Context: an optimization exercise on an open-source flow, tuned for small area and a short achievable clock period. The choices shown serve that exercise and are no tape-out recipe.
In this exercise RTL edits were held to simulation tests only and were not proved equivalent to the original.

run a:
## qmult
module qmult #(
   parameter int Q = 15,
   parameter int N = 32
) (
   input  logic [N-1:0] a,
   input  logic [N-1:0] b,
   output logic [N-1:0] c,
   input  logic         clk,
   input  logic         rst,
   output logic [N-1:0] c_reg,
   output logic         ovr
);
==> flow/config.mk <==
export PLATFORM = sky130hd
export DESIGN_NAME = qmult
export DESIGN_NICKNAME = qmult
export VERILOG_FILES = /design/flow/design.v
export SDC_FILE = /design/flow/constraint.sdc
export NUM_CORES = 4
export LEC_CHECK = 0
export CAP_MARGIN = 20
export CORE_MARGIN = 2
export CORE_UTILIZATION = 40
export SLEW_MARGIN = 20
export SYNTH_HIERARCHICAL = 1
export SYNTH_MINIMUM_KEEP_SIZE = 0
==> flow/constraint.sdc <==
create_clock -name core_clock -period 15.0 [get_ports {clk}]
set_input_delay 3.0000 -clock core_clock [delete_from_list [all_inputs] [get_ports {clk}]]
set_output_delay 3.0000 -clock core_clock [all_outputs]
set_load 0.01 [all_outputs]
run.sh (not shown) runs the stock make flow with config.mk's settings and CLKGATE_MAP_FILE= SYNTH_SCRIPT=/design/flow/synth_recipe.tcl, a recipe that flattens the netlist after the stock synthesis.
Run a ran to completion and came out clean on the timing, design-rule and antenna checks.
Setup changes, run a to run b
- SETUP_SLACK_MARGIN: unset -> 5
### Flow results
STATUS hold slack: run b loses against run a
Changes observed in run b relative to run a: total global routing track utilization now larger.


Another version of the RTL of qmult (not shown whole).
clock: 15.0 ns
lec_check: 0
cap_margin: 20
core_margin: 2
core_utilization: 40
setup_slack_margin: 2.5
slew_margin: 20
synth_hierarchical: 1
synth_minimum_keep_size: 0
standard.sh (not shown) runs the stock make flow with config.mk's settings and CLKGATE_MAP_FILE= SYNTH_SCRIPT=/design/flow/synth_recipe.tcl, a recipe that flattens the netlist after the stock synthesis.
==> flow/flow/run.sh <==
#!/bin/bash
# Standard synthesis (unchanged), then the standard ORFS layout with extra settings:
#  - the Booth selectors, which ABC maps at drive strength 2, are downsized to
#    strength 1 before floorplanning (downsize.tcl); timing repair upsizes any
#    that the critical paths need;
#  - the delay cells (clkdlybuf4s*, dlygate*, dlymetal*) are kept out of the
#    port and fanout buffering, which otherwise picks them.
# Each make run logs to its own file in this folder.
set -euo pipefail
here=$(pwd)
PLATFORM_DONT_USE="sky130_fd_sc_hd__probe_p_8 sky130_fd_sc_hd__probec_p_8 sky130_fd_sc_hd__lpflow_bleeder_1 sky130_fd_sc_hd__lpflow_clkbufkapwr_1 sky130_fd_sc_hd__lpflow_clkbufkapwr_16 sky130_fd_sc_hd__lpflow_clkbufkapwr_2 sky130_fd_sc_hd__lpflow_clkbufkapwr_4 sky130_fd_sc_hd__lpflow_clkbufkapwr_8 sky130_fd_sc_hd__lpflow_clkinvkapwr_1 sky130_fd_sc_hd__lpflow_clkinvkapwr_16 sky130_fd_sc_hd__lpflow_clkinvkapwr_2 sky130_fd_sc_hd__lpflow_clkinvkapwr_4 sky130_fd_sc_hd__lpflow_clkinvkapwr_8 sky130_fd_sc_hd__lpflow_decapkapwr_12 sky130_fd_sc_hd__lpflow_decapkapwr_3 sky130_fd_sc_hd__lpflow_decapkapwr_4 sky130_fd_sc_hd__lpflow_decapkapwr_6 sky130_fd_sc_hd__lpflow_decapkapwr_8 sky130_fd_sc_hd__lpflow_inputiso0n_1 sky130_fd_sc_hd__lpflow_inputiso0p_1 sky130_fd_sc_hd__lpflow_inputiso1n_1 sky130_fd_sc_hd__lpflow_inputiso1p_1 sky130_fd_sc_hd__lpflow_inputisolatch_1 sky130_fd_sc_hd__lpflow_isobufsrc_1 sky130_fd_sc_hd__lpflow_isobufsrc_16 sky130_fd_sc_hd__lpflow_isobufsrc_2 sky130_fd_sc_hd__lpflow_isobufsrc_4 sky130_fd_sc_hd__lpflow_isobufsrc_8 sky130_fd_sc_hd__lpflow_isobufsrckapwr_16 sky130_fd_sc_hd__lpflow_lsbuf_lh_hl_isowell_tap_1 sky130_fd_sc_hd__lpflow_lsbuf_lh_hl_isowell_tap_2 sky130_fd_sc_hd__lpflow_lsbuf_lh_hl_isowell_tap_4 sky130_fd_sc_hd__lpflow_lsbuf_lh_isowell_4 sky130_fd_sc_hd__lpflow_lsbuf_lh_isowell_tap_1 sky130_fd_sc_hd__lpflow_lsbuf_lh_isowell_tap_2 sky130_fd_sc_hd__lpflow_lsbuf_lh_isowell_tap_4"
DELAY_CELLS="sky130_fd_sc_hd__clkdlybuf4s15_1 sky130_fd_sc_hd__clkdlybuf4s15_2 sky130_fd_sc_hd__clkdlybuf4s18_1 sky130_fd_sc_hd__clkdlybuf4s18_2 sky130_fd_sc_hd__clkdlybuf4s25_1 sky130_fd_sc_hd__clkdlybuf4s25_2 sky130_fd_sc_hd__clkdlybuf4s50_1 sky130_fd_sc_hd__clkdlybuf4s50_2 sky130_fd_sc_hd__dlygate4sd1_1 sky130_fd_sc_hd__dlygate4sd2_1 sky130_fd_sc_hd__dlygate4sd3_1 sky130_fd_sc_hd__dlymetal6s2s_1 sky130_fd_sc_hd__dlymetal6s4s_1 sky130_fd_sc_hd__dlymetal6s6s_1"
export DOWNSIZE_CELLS="sky130_fd_sc_hd__a22oi"

bash standard.sh synth > synth.log 2>&1
bash standard.sh \
  PRE_FLOORPLAN_TCL="$here/flow/downsize.tcl" \
  DONT_USE_CELLS="$PLATFORM_DONT_USE $DELAY_CELLS" \
  finish > layout.log 2>&1
==> flow/flow/downsize.tcl <==
# Downsize combinational cells that synthesis mapped above drive strength 1 (the
# Booth selectors come out of ABC as a22oi_2); timing repair later upsizes what
# the critical paths need. Registers are left as they are.
set n 0
foreach inst [[ord::get_db_block] getInsts] {
  set m [[$inst getMaster] getName]
  if {[regexp {^(sky130_fd_sc_hd__[a-z0-9]+)_([0-9]+)$} $m -> base drv]} {
    if {$drv > 1 && ![string match "*df*" $base] && ![string match "*dl*" $base] \
          && [lsearch -exact $::env(DOWNSIZE_CELLS) $base] >= 0} {
      set lc [get_lib_cells ${base}_1]
      if {$lc ne ""} {
        replace_cell [$inst getName] ${base}_1
        incr n
      }
    }
  }
}
puts "downsize: downsized $n cells"
The baseline produced a clean layout.
Edit:
- CORE_UTILIZATION: 40 -> 60
- SETUP_SLACK_MARGIN: 2.5 -> 2
Effect: The new run ran to the end with no violations; hold slack loses 0.098 ns; count of clock-buffer cells in the layout goes up by 1; non-clock buffer count goes down by 78; setup slack loses 0.55 ns.
Edit:
--- a/flow/flow/run.sh
+++ b/flow/flow/run.sh
@@ -2,4 +2,4 @@
 # Standard synthesis (unchanged), then the standard ORFS layout with extra settings:
-#  - the Booth selectors, which ABC maps at drive strength 2, are downsized to
-#    strength 1 before floorplanning (downsize.tcl); timing repair upsizes any
+#  - combinational cells that ABC maps above drive strength 1 are downsized to
+#    strength 1 before floorplanning (downsize.tcl); timing repair upsizes those
 #    that the critical paths need;
@@ -12,3 +12,3 @@
 DELAY_CELLS="sky130_fd_sc_hd__clkdlybuf4s15_1 sky130_fd_sc_hd__clkdlybuf4s15_2 sky130_fd_sc_hd__clkdlybuf4s18_1 sky130_fd_sc_hd__clkdlybuf4s18_2 sky130_fd_sc_hd__clkdlybuf4s25_1 sky130_fd_sc_hd__clkdlybuf4s25_2 sky130_fd_sc_hd__clkdlybuf4s50_1 sky130_fd_sc_hd__clkdlybuf4s50_2 sky130_fd_sc_hd__dlygate4sd1_1 sky130_fd_sc_hd__dlygate4sd2_1 sky130_fd_sc_hd__dlygate4sd3_1 sky130_fd_sc_hd__dlymetal6s2s_1 sky130_fd_sc_hd__dlymetal6s4s_1 sky130_fd_sc_hd__dlymetal6s6s_1"
-export DOWNSIZE_CELLS="sky130_fd_sc_hd__a22oi"
+export DOWNSIZE_CELLS="all"
 
==> flow/flow/downsize.tcl (replaced) <==
# Downsize combinational cells that synthesis mapped above drive strength 1 (ABC
# maps for speed with no timing context, e.g. the Booth selectors as a22oi_2); timing repair later upsizes what
# the critical paths need. Registers are left as they are.
set n 0
foreach inst [[ord::get_db_block] getInsts] {
  set m [[$inst getMaster] getName]
  if {[regexp {^(sky130_fd_sc_hd__[a-z0-9]+)_([0-9]+)$} $m -> base drv]} {
    if {$drv > 1 && ![string match "*df*" $base] && ![string match "*dl*" $base] \
          && ($::env(DOWNSIZE_CELLS) eq "all" || [lsearch -exact $::env(DOWNSIZE_CELLS) $base] >= 0)} {
      set lc [get_lib_cells ${base}_1]
      if {$lc ne ""} {
        replace_cell [$inst getName] ${base}_1
        incr n
      }
    }
  }
}
puts "downsize: downsized $n cells"
- CORE_UTILIZATION: 60 -> 40
Die area grows by well over a third; critical path depth stays the same; worst setup slack gains 0.097 ns; flip-flop and latch count stays the same; cell area rose slightly; fmax increases slightly; global-route usage came out lower by 15 points; wire length rose slightly; first-iteration DRC count decreases by a little under a tenth; cell count came out higher by a little under a tenth.
Edit:
--- a/flow/flow/run.sh
+++ b/flow/flow/run.sh
@@ -2,4 +2,4 @@
 # Standard synthesis (unchanged), then the standard ORFS layout with extra settings:
-#  - combinational cells that ABC maps above drive strength 1 are downsized to
-#    strength 1 before floorplanning (downsize.tcl); timing repair upsizes those
+#  - the Booth selectors, which ABC maps at drive strength 2, are downsized to
+#    strength 1 before floorplanning (downsize.tcl); timing repair upsizes any
 #    that the critical paths need;
@@ -12,3 +12,3 @@
 DELAY_CELLS="sky130_fd_sc_hd__clkdlybuf4s15_1 sky130_fd_sc_hd__clkdlybuf4s15_2 sky130_fd_sc_hd__clkdlybuf4s18_1 sky130_fd_sc_hd__clkdlybuf4s18_2 sky130_fd_sc_hd__clkdlybuf4s25_1 sky130_fd_sc_hd__clkdlybuf4s25_2 sky130_fd_sc_hd__clkdlybuf4s50_1 sky130_fd_sc_hd__clkdlybuf4s50_2 sky130_fd_sc_hd__dlygate4sd1_1 sky130_fd_sc_hd__dlygate4sd2_1 sky130_fd_sc_hd__dlygate4sd3_1 sky130_fd_sc_hd__dlymetal6s2s_1 sky130_fd_sc_hd__dlymetal6s4s_1 sky130_fd_sc_hd__dlymetal6s6s_1"
-export DOWNSIZE_CELLS="all"
+export DOWNSIZE_CELLS="sky130_fd_sc_hd__a22oi"
 
==> flow/flow/downsize.tcl (replaced) <==
# Downsize combinational cells that synthesis mapped above drive strength 1 (the
# Booth selectors come out of ABC as a22oi_2); timing repair later upsizes what
# the critical paths need. Registers are left as they are.
set n 0
foreach inst [[ord::get_db_block] getInsts] {
  set m [[$inst getMaster] getName]
  if {[regexp {^(sky130_fd_sc_hd__[a-z0-9]+)_([0-9]+)$} $m -> base drv]} {
    if {$drv > 1 && ![string match "*df*" $base] && ![string match "*dl*" $base] \
          && [lsearch -exact $::env(DOWNSIZE_CELLS) $base] >= 0} {
      set lc [get_lib_cells ${base}_1]
      if {$lc ne ""} {
        replace_cell [$inst getName] ${base}_1
        incr n
      }
    }
  }
}
puts "downsize: downsized $n cells"
- SETUP_SLACK_MARGIN: 2 -> not set
- The changed run finished clean
- wire length drops by 0.71%
- count of clock-buffer cells in the layout stays the same
- synthesized cell count stays the same
Edit:
- SETUP_SLACK_MARGIN: not set -> 2
Critical path depth falls by 3. Worst setup slack improves by 1.1 ns. Routed wire length went up by 3.2%.

-- port drivers added, routing unchanged --
The flow's constraints put no driver on any port. The routed layouts listed below were extracted and timed again, unchanged, in two steps.
Step 1 (the two cells are an assumption about what drives the block):
set clk [get_ports {clk}]
set_driving_cell -lib_cell sky130_fd_sc_hd__clkbuf_16 $clk
set_driving_cell -lib_cell sky130_fd_sc_hd__buf_2 [delete_from_list [all_inputs] $clk]
Step 2 moves the port delays by t, midway between the first and last clock arrival at a register: inputs arrive t later, outputs are due t later. That takes back most of the time a late clock gives input paths.
Three values: no drivers, after step 1, after step 2; two values: the first two.
run	t, ns	setup slack, ns	hold WS [ns]
run a	0.356	0.540 / 0.512 / 0.512	3.113 / 3.091 / 3.447
run b	0.362	2.547 / 2.500 / 2.500	3.102 / 3.069 / 3.431
the first run of note 2	0.329	2.615 / 2.523 / 2.523	2.785 / 2.763 / 3.092
the second run of note 2	0.315	2.063 / 2.029 / 2.029	2.687 / 2.672 / 2.987
the third run of note 2	0.310	2.160 / 2.074 / 2.074	2.722 / 2.714 / 3.024
the fourth run of note 2	0.312	1.048 / 1.027 / 1.027	2.721 / 2.709 / 3.021
the fifth run of note 2	0.314	2.183 / 2.084 / 2.084	2.698 / 2.687 / 3.000
After both steps setup and hold are still met in every run listed. The setup slack of the fifth run of note 2, which loses most, moves by -0.099 ns with the drivers and by -0.099 ns with both steps.
